Source: an optimization exercise on an open RTL-to-GDS flow (aim: small area and few clock cycles per item). Production flows keep margins and buffers that such runs may drop.
In this exercise RTL edits were held to simulation tests only and were not proved equivalent to the original.

<file path="config.mk">
export PLATFORM = sky130hd
export DESIGN_NAME = cam_frame_analyzer
export DESIGN_NICKNAME = cam_frame_analyzer
export VERILOG_FILES = /design/flow/design.v
export SDC_FILE = /design/flow/constraint.sdc
export NUM_CORES = 4
export LEC_CHECK = 0
export CAP_MARGIN = 20
export CORE_MARGIN = 2
export CORE_UTILIZATION = 40
export SLEW_MARGIN = 20
</file>
<file path="constraint.sdc">
create_clock -name core_clock -period 12.0 [get_ports {clk}]
set_input_delay 2.4000 -clock core_clock [delete_from_list [all_inputs] [get_ports {clk}]]
set_output_delay 2.4000 -clock core_clock [all_outputs]
set_load 0.01 [all_outputs]
</file>
<file path="design.v">
package cam_analyzer_pkg;
    typedef enum logic [1:0] {
        COL_NONE  = 2'd0,
        COL_RED   = 2'd1,
        COL_GREEN = 2'd2,
        COL_BLUE  = 2'd3
    } color_e;
    typedef enum logic [1:0] {
        FIG_NONE = 2'd0,
        FIG_TRI  = 2'd1,
        FIG_CIRC = 2'd2,
        FIG_SQR  = 2'd3
    } figure_e;
    typedef enum logic [2:0] {
        ST_IDLE   = 3'd0,
        ST_SCAN   = 3'd1,
        ST_DRAIN  = 3'd2,
        ST_AREA   = 3'd3,
        ST_DECIDE = 3'd4,
        ST_DONE   = 3'd5
    } state_e;
    localparam int unsigned FILL_DEN_SHIFT = 3;
    localparam int unsigned FILL_SQR_NUM   = 7;
    localparam int unsigned FILL_CIRC_NUM  = 5;
endpackage
module pixel_classifier
#(
    parameter int CH_BITS = 4,
    parameter int DW      = 12,
    parameter int MARGIN  = 3
) (
    input  logic          clk,
    input  logic          rst,
    input  logic [DW-1:0] pix,
    input  logic          valid,
    output logic [1:0]    cls,
    output logic          cls_valid
);
    localparam logic [CH_BITS:0] MARGIN_E = (CH_BITS+1)'(MARGIN);
    logic [CH_BITS:0] r_s, g_s, b_s;
    logic [CH_BITS:0] r_m_s, g_m_s, b_m_s;
    cam_analyzer_pkg::color_e           cls_s;
    assign r_s   = {1'b0, pix[3*CH_BITS-1 -: CH_BITS]};
    assign g_s   = {1'b0, pix[2*CH_BITS-1 -: CH_BITS]};
    assign b_s   = {1'b0, pix[CH_BITS-1:0]};
    assign r_m_s = r_s + MARGIN_E;
    assign g_m_s = g_s + MARGIN_E;
    assign b_m_s = b_s + MARGIN_E;
    always_comb begin
        cls_s = cam_analyzer_pkg::COL_NONE;
        if (r_s > g_m_s && r_s > b_m_s) begin
            cls_s = cam_analyzer_pkg::COL_RED;
        end else if (g_s > r_m_s && g_s > b_m_s) begin
            cls_s = cam_analyzer_pkg::COL_GREEN;
        end else if (b_s > r_m_s && b_s > g_m_s) begin
            cls_s = cam_analyzer_pkg::COL_BLUE;
        end else begin
            cls_s = cam_analyzer_pkg::COL_NONE;
        end
    end
    always_ff @(posedge clk or negedge rst) begin
        if (!rst) begin
            cls       <= 2'd0;
            cls_valid <= 1'b0;
        end else begin
            cls       <= cls_s;
            cls_valid <= valid;
        end
    end
endmodule
module cam_frame_analyzer
#(
    parameter int FRAME_W = 160,
    parameter int FRAME_H = 120,
    parameter int AW      = 15,
    parameter int CH_BITS = 4,
    parameter int DW      = 12,
    parameter int MARGIN  = 3,
    parameter int MIN_PIX = 64
) (
    input  logic          clk,
    input  logic          rst,
    input  logic          init,
    output logic [AW-1:0] mem_addr,
    input  logic [DW-1:0] mem_data,
    output logic          busy,
    output logic          done,
    output logic [1:0]    color,
    output logic [1:0]    figure,
    output logic [AW-1:0] pix_count
);
    localparam int              CW      = 2*AW + 3;
    localparam logic [AW-1:0]   ZERO_A  = {AW{1'b0}};
    localparam logic [AW-1:0]   ONE_A   = {{(AW-1){1'b0}}, 1'b1};
    localparam logic [AW-1:0]   CNT_MAX = {AW{1'b1}};
    localparam logic [AW-1:0]   FW_A    = AW'(FRAME_W);
    localparam logic [AW-1:0]   XMAX_A  = AW'(FRAME_W - 1);
    localparam logic [AW-1:0]   YMAX_A  = AW'(FRAME_H - 1);
    localparam logic [AW-1:0]   MIN_A   = AW'(MIN_PIX);
    localparam logic [CW-1:0]   SQR_K   = CW'(cam_analyzer_pkg::FILL_SQR_NUM);
    localparam logic [CW-1:0]   CIRC_K  = CW'(cam_analyzer_pkg::FILL_CIRC_NUM);
    cam_analyzer_pkg::state_e          state_r;
    logic            accept_s;
    logic            scan_last_s;
    logic [AW-1:0]   x_r, y_r, nx_s, ny_s;
    logic [AW-1:0]   x1_r, y1_r, x2_r, y2_r;
    logic            v1_r;
    logic [1:0]      cls_s;
    logic            cls_valid_s;
    logic [AW-1:0]   cnt_red_r, cnt_green_r, cnt_blue_r;
    logic [AW-1:0]   xmin_r, xmax_r, ymin_r, ymax_r;
    cam_analyzer_pkg::color_e          dom_col_s, dom_col_r;
    logic [AW-1:0]   dom_cnt_s, dom_cnt_r;
    logic [AW-1:0]   dx_s, dy_s;
    logic [2*AW-1:0] area_s, area_r;
    logic [CW-1:0]   fill_lhs_s, sqr_rhs_s, circ_rhs_s;
    cam_analyzer_pkg::figure_e         fig_s;
    logic [AW-1:0]   win_x0_s, win_x1_s, win_y0_s, win_y1_s;
    logic [AW-1:0]   start_x_s, start_y_s;
    logic            win_empty_s;
    assign start_x_s   = ZERO_A;
    assign start_y_s   = ZERO_A;
    assign win_empty_s = 1'b0;
    assign win_x0_s    = ZERO_A;
    assign win_x1_s    = XMAX_A;
    assign win_y0_s    = ZERO_A;
    assign win_y1_s    = YMAX_A;
    assign accept_s    = init && (state_r == cam_analyzer_pkg::ST_IDLE || state_r == cam_analyzer_pkg::ST_DONE);
    assign scan_last_s = (x_r == win_x1_s) && (y_r == win_y1_s);
    always_comb begin
        nx_s = x_r;
        ny_s = y_r;
        if (x_r == win_x1_s) begin
            nx_s = win_x0_s;
            ny_s = y_r + ONE_A;
        end else begin
            nx_s = x_r + ONE_A;
            ny_s = y_r;
        end
    end
    always_ff @(posedge clk or negedge rst) begin
        if (!rst) begin
            v1_r <= 1'b0;
            x1_r <= ZERO_A;
            y1_r <= ZERO_A;
            x2_r <= ZERO_A;
            y2_r <= ZERO_A;
        end else begin
            v1_r <= (state_r == cam_analyzer_pkg::ST_SCAN);
            x1_r <= x_r;
            y1_r <= y_r;
            x2_r <= x1_r;
            y2_r <= y1_r;
        end
    end
    pixel_classifier #(
        .CH_BITS (CH_BITS),
        .DW      (DW),
        .MARGIN  (MARGIN)
    ) u_classifier (
        .clk       (clk),
        .rst       (rst),
        .pix       (mem_data),
        .valid     (v1_r),
        .cls       (cls_s),
        .cls_valid (cls_valid_s)
    );
    always_ff @(posedge clk or negedge rst) begin
        if (!rst) begin
            cnt_red_r   <= ZERO_A;
            cnt_green_r <= ZERO_A;
            cnt_blue_r  <= ZERO_A;
            xmin_r      <= XMAX_A;
            ymin_r      <= YMAX_A;
            xmax_r      <= ZERO_A;
            ymax_r      <= ZERO_A;
        end else if (accept_s) begin
            cnt_red_r   <= ZERO_A;
            cnt_green_r <= ZERO_A;
            cnt_blue_r  <= ZERO_A;
            xmin_r      <= XMAX_A;
            ymin_r      <= YMAX_A;
            xmax_r      <= ZERO_A;
            ymax_r      <= ZERO_A;
        end else if (cls_valid_s && cls_s != cam_analyzer_pkg::COL_NONE) begin
            case (cls_s)
                cam_analyzer_pkg::COL_RED:   cnt_red_r   <= (cnt_red_r   == CNT_MAX) ? cnt_red_r   : cnt_red_r   + ONE_A;
                cam_analyzer_pkg::COL_GREEN: cnt_green_r <= (cnt_green_r == CNT_MAX) ? cnt_green_r : cnt_green_r + ONE_A;
                cam_analyzer_pkg::COL_BLUE:  cnt_blue_r  <= (cnt_blue_r  == CNT_MAX) ? cnt_blue_r  : cnt_blue_r  + ONE_A;
                default:   cnt_red_r   <= cnt_red_r;
            endcase
            if (x2_r < xmin_r) xmin_r <= x2_r;
            if (x2_r > xmax_r) xmax_r <= x2_r;
            if (y2_r < ymin_r) ymin_r <= y2_r;
            if (y2_r > ymax_r) ymax_r <= y2_r;
        end
    end
    always_comb begin
        dom_col_s = cam_analyzer_pkg::COL_RED;
        dom_cnt_s = cnt_red_r;
        if (cnt_red_r >= cnt_green_r && cnt_red_r >= cnt_blue_r) begin
            dom_col_s = cam_analyzer_pkg::COL_RED;
            dom_cnt_s = cnt_red_r;
        end else if (cnt_green_r >= cnt_blue_r) begin
            dom_col_s = cam_analyzer_pkg::COL_GREEN;
            dom_cnt_s = cnt_green_r;
        end else begin
            dom_col_s = cam_analyzer_pkg::COL_BLUE;
            dom_cnt_s = cnt_blue_r;
        end
        dx_s   = xmax_r - xmin_r + ONE_A;
        dy_s   = ymax_r - ymin_r + ONE_A;
        area_s = {{AW{1'b0}}, dx_s} * {{AW{1'b0}}, dy_s};
    end
    always_comb begin
        fill_lhs_s = CW'(dom_cnt_r) << cam_analyzer_pkg::FILL_DEN_SHIFT;
        sqr_rhs_s  = CW'(area_r) * SQR_K;
        circ_rhs_s = CW'(area_r) * CIRC_K;
        fig_s      = cam_analyzer_pkg::FIG_TRI;
        if (fill_lhs_s >= sqr_rhs_s) begin
            fig_s = cam_analyzer_pkg::FIG_SQR;
        end else if (fill_lhs_s >= circ_rhs_s) begin
            fig_s = cam_analyzer_pkg::FIG_CIRC;
        end else begin
            fig_s = cam_analyzer_pkg::FIG_TRI;
        end
    end
    always_ff @(posedge clk or negedge rst) begin
        if (!rst) begin
            state_r   <= cam_analyzer_pkg::ST_IDLE;
            x_r       <= ZERO_A;
            y_r       <= ZERO_A;
            mem_addr  <= ZERO_A;
            busy      <= 1'b0;
            done      <= 1'b0;
            color     <= 2'd0;
            figure    <= 2'd0;
            pix_count <= ZERO_A;
            dom_col_r <= cam_analyzer_pkg::COL_NONE;
            dom_cnt_r <= ZERO_A;
            area_r    <= {(2*AW){1'b0}};
        end else begin
            case (state_r)
                cam_analyzer_pkg::ST_IDLE, cam_analyzer_pkg::ST_DONE: begin
                    if (accept_s) begin
                        busy      <= 1'b1;
                        done      <= 1'b0;
                        dom_cnt_r <= ZERO_A;
                        x_r       <= start_x_s;
                        y_r       <= start_y_s;
                        if (win_empty_s) begin
                            state_r <= cam_analyzer_pkg::ST_DECIDE;
                        end else begin
                            mem_addr <= start_y_s * FW_A + start_x_s;
                            state_r  <= cam_analyzer_pkg::ST_SCAN;
                        end
                    end
                end
                cam_analyzer_pkg::ST_SCAN: begin
                    if (scan_last_s) begin
                        mem_addr <= ZERO_A;
                        state_r  <= cam_analyzer_pkg::ST_DRAIN;
                    end else begin
                        x_r      <= nx_s;
                        y_r      <= ny_s;
                        mem_addr <= ny_s * FW_A + nx_s;
                    end
                end
                cam_analyzer_pkg::ST_DRAIN: begin
                    if (!v1_r) state_r <= cam_analyzer_pkg::ST_AREA;
                end
                cam_analyzer_pkg::ST_AREA: begin
                    dom_col_r <= dom_col_s;
                    dom_cnt_r <= dom_cnt_s;
                    area_r    <= area_s;
                    state_r   <= cam_analyzer_pkg::ST_DECIDE;
                end
                cam_analyzer_pkg::ST_DECIDE: begin
                    pix_count <= dom_cnt_r;
                    if (dom_cnt_r < MIN_A) begin
                        color  <= cam_analyzer_pkg::COL_NONE;
                        figure <= cam_analyzer_pkg::FIG_NONE;
                    end else begin
                        color  <= dom_col_r;
                        figure <= fig_s;
                    end
                    busy    <= 1'b0;
                    done    <= 1'b1;
                    state_r <= cam_analyzer_pkg::ST_DONE;
                end
                default: begin
                    state_r  <= cam_analyzer_pkg::ST_IDLE;
                    mem_addr <= ZERO_A;
                    busy     <= 1'b0;
                end
            endcase
        end
    end
endmodule
</file>
<file path="run.sh">
#!/bin/bash
# synth_recipe.tcl (not shown) runs the flow's synth.tcl, then flattens the netlist and writes it again
# the make line also repeats each setting of config.mk as NAME=value (left out here)
make -C /OpenROAD-flow-scripts/flow DESIGN_CONFIG=/design/flow/config.mk WORK_HOME=/design/flow/orfs CLKGATE_MAP_FILE= SYNTH_SCRIPT=/design/flow/synth_recipe.tcl finish
</file>
==> summary.md <==
| Metric | Value |
|---|---|
| Die Width | 271 um |
| Total negative setup slack | 0 ns |
| Slowest stage delay, CP | 0.56 ns |
| Top cell by count, worst path | fa_1 |
| Critical register-to-register path startpoint | ymin_r[2]$_DFFE_PN1P_ |
| CTS sink cnt | 285 |
| Commonest non-fill, non-tap cell in the layout | ha_1 |
| CP max stage cell | fa_1 |
| Number of fillers in the final layout | 6821 |
| Met1 Resource Use GR | 27.3% |
| Port bufs | 50 |
| Die H | 271 um |
| Layout area overhead | 10.1% |
| Worst Hold End | y2_r[13]$_DFF_PN0_ |
| R2R depth | 34 |
| EDFF count, synth | 0 |
| Placer congestion estimate | 0.883 |
| Global-route wire length before repair | 114000 um |
| Post-CTS Setup Repair Bufs | 0 |
| RSZ-0062 raised after global routing | false |
| Routed vias | 21500 |
| GRT met2 Usage | 30.2% |
| Post-cts resize count | 0 |
| Worst Clk Skew | 0.0293 ns |
| CTS tree | built |
| Congestion Overflow GR | 0 |
| Vias in the first global route | 21400 |
| DRT iter0 DRCs | 1278 |
| Fmax | 101 MHz |
| Most Used Layer, Global Route | met2 |
| Die area | 73300 sq um |
| Crit start category | flip-flop |
| Root Driver | clkbuf_16 |
| Syn avg cell area | 9.21 sq um |
| WL per Instance | 16.9 um |
| Worst-case clock buffer depth | 3 |
| Fin. Hold Viols | 0 |
| WP data arrival | 10.33 ns |
| Syn Inst Count | 3093 |
| Hold wc startpoint | y1_r[13]$_DFF_PN0_ |
| Antenna Violating Nets Remaining | 0 |
| Final min period | 9.94 ns |
| Total CTS buffers | 35 |
| Tcrit/Tclk final | 82.8% |
| Largest net degree at the start of global routing | 167 |
| Worst min path class | reg -> reg |
| Total Routing Usage GR | 19.0% |
| Initial antenna violation count | 0 |
| Most frequent cells in the layout | ha_1 (421), inv_1 (362), nand2_1 (320) |
| Setup-failing EPs final | 0 |
| Post-Place Cells | 4029 |
| Status | no timing/DRC/antenna violations |
| Site Rows | 97 |
| Core area | 70300 sq um |
| Syn_nets | 3731 |
| Iteration count of the initial detailed-routing pass | 5 |
| Final HPWL DP | 52900 um |
| Most used DFF post-synth | dfrtp_1 |
| Yosys Warn Count | 2 |
| Fin. max-slew vios | 0 |
| Synthesized area | 28500 sq um |
| Final Net Count | 3765 |
| Worst Setup End Kind | flip-flop |
| Setup Crit Path Kind | reg -> reg |
| CP Max Fanout | 9 |
| R2R setup slack | 2.06 ns |
| Hold Buf Count CTS | 0 |
| Initial Util | 40.5% |
| Post-synthesis sequential area ratio | 25.1% |
| Worst Path Required | 12.39 ns |
| Vias per cell | 5.25 |
| I/O pin count | 51 |
| Reg-to-Reg End | area_r[29]$_DFFE_PN0P_ |
| DRC viols | 0 |
| Skew-Pair Late Insertion Delay | 0.55 ns |
| Met3 Use GR | 2.57% |
| Clock transition at the registers of the reported paths | 0.06 ns |
| Flops & latches, synth | 285 |
| Relative slew slack | 24.0% |
| Share of cells above drive strength 1 | 4.12% |
| Distinct cell type count after synthesis | 73 |
| Final std cells w/o fill | 4094 |
| Hold Path Stages | 0 |
| DRT Wirelength | 69000 um |
| Worst-Margin Slew | 1.14 ns |
| FFs w/ async S/R, synth | 100% |
| CTS H-tree lvls | 2 |
| Maxcap violations | 0 |
-- through the flow --
stage / setup slack [ns] / utilization (%) / hold slack (ns) / area [sq um]
6_report: 2.06 / 44.6 / 0.325 / 31400
4_1_cts: 2.10 / 44.6 / 0.328 / 31300
2_1_floorplan: 2.99 / - / 0.331 / 28500
3_3_place_gp: 2.30 / 42.8 / 0.332 / 30100
5_1_grt: 1.44 / 44.6 / 0.348 / 31400
3_5_place_dp: 2.15 / 42.8 / 0.335 / 30100
-- how the worst max path moves through the flow --
| stage | start | slack [ns] | cells after the start | end |
|---|---|---|---|---|
| after floorplan | ymin_r[2]$_DFFE_PN1P_ | 2.99 | 34 | area_r[29]$_DFFE_PN0P_ |
| after global placement | xmin_r[2]$_DFFE_PN1P_ | 2.30 | 35 | area_r[29]$_DFFE_PN0P_ |
| after detailed placement | ymin_r[0]$_DFFE_PN1P_ | 2.15 | 35 | area_r[29]$_DFFE_PN0P_ |
| after CTS | ymin_r[0]$_DFFE_PN1P_ | 2.10 | 35 | area_r[29]$_DFFE_PN0P_ |
| after global routing | ymin_r[2]$_DFFE_PN1P_ | 1.44 | 34 | area_r[29]$_DFFE_PN0P_ |
| final | ymin_r[2]$_DFFE_PN1P_ | 2.06 | 34 | area_r[29]$_DFFE_PN0P_ |
-- worst max-delay path: cells and delay by family, from the launching register on --
family / cells / cell delay (ns)
flip-flops: 1 / 0.53
adder cells (fa/ha/maj): 9 / 4.17
AND/OR/NAND/NOR: 4 / 0.93
XOR/XNOR: 2 / 0.66
AO/OA/AOI/OAI: 15 / 3.26
buffers and inverters: 4 / 0.19
-- layer usage --
| layer | part of all wire [%] | vias up |
|---|---|---|
| li1 | - | 10600 |
| met1 | 48 | 10400 |
| met2 | 45 | 388 |
| met3 | 4.1 | 97 |
| met4 | 2.1 | 0 |
| met5 | 0 | - |
-- state kept, by name, summed over array words and instances (netlist names), 2 cells and up --
signal,flops
x2_r,15
xmin_r,15
x_r,15
cnt_green_r,15
figure,2
y_r,15
ymax_r,15
y2_r,15
pix_count,15
dom_cnt_r,15
cnt_red_r,15
u_classifier.cls,2
x1_r,15
dom_col_r,2
color,2
y1_r,15
state_r,3
area_r,30
cnt_blue_r,15
ymin_r,15
mem_addr,15
xmax_r,15
-- synth_stat cells (all sizes together) (4+ instances only) --
cell     count  share of area (%)
ha         421                 18
xor2        76                2.3
nand3       64                1.1
clkbuf      74               0.98
nand3b       8               0.21
dfrtp      273                 24
a21o        83                2.2
a221o        5               0.18
buf          7               0.20
or2          4              0.088
o22ai        9               0.22
mux2i       79                2.8
o21a        17               0.45
nor4        13               0.29
dfstp       12                1.1
nor3b        5               0.13
a31o         5               0.15
a21oi      125                2.2
a21boi       4               0.11
nor2b       21               0.46
a32oi       16               0.49
a211oi      24               0.65
a221oi       4               0.12
o21ai      157                2.8
a22oi        4               0.11
inv        363                4.8
o211ai      18               0.47
a2111oi      8               0.29
nand4       46                1.0
a22o        10               0.31
xnor2      113                3.5
and3        24               0.53
nand2      320                4.2
or3         14               0.31
and2        81                1.8
fa         202                 14
nor3        39               0.69
nor2       224                3.0
a31oi       14               0.31
a211o        4               0.12
o31ai       21               0.55
nand2b      30               0.66
o21bai      21               0.55
-- layout make-up --
class | instances | area, sq um | area share, %
Multi-Input combinational cell | 2364 | 19700 | 62.9
Sequential cell | 285 | 7150 | 22.8
Inverter | 363 | 1360 | 4.35
Tap cell | 940 | 1180 | 3.75
Clock buffer | 47 | 992 | 3.16
Timing Repair Buffer | 78 | 732 | 2.33
Clock inverter | 16 | 218 | 0.694
Antenna cell | 1 | 2.50 | 0.00798
-- kinds of logic after synthesis --
group	Yosys count	share of synthesized area [%]
simple gates	904	14.8
fa+ha+maj	623	32.7
compound gates	568	12.8
buf+inv	444	5.96
flops	285	25.1
xor+xnor	189	5.81
mux	80	2.82
Testbench counts, summed over its fixed seeds: cycles 921,832, frames 48.

afterwards: timing with drivers on the ports:
Ports are ideal in the flow. The routed layout listed here was re-timed in OpenROAD. Step 1 assumes that a clkbuf_16 drives the clock port and a buf_2 every other input. Step 2 also shifts input and output timing later by t, the mid clock arrival at the registers, as if the neighbouring blocks saw the same clock. Slacks: ideal / step 1 / step 2; pairs: ideal / step 1.
t (ns): 0.595
setup WS [ns]: 2.062 / 2.062 / 2.062
worst setup path after step 2: register to register
worst slew at a driven data input, ns: 0.05
cell pins on the clock port's net: 1
After both steps setup and hold are still met in this run. The setup slack of this run moves by 0.000 ns with the drivers and by 0.000 ns with both steps.
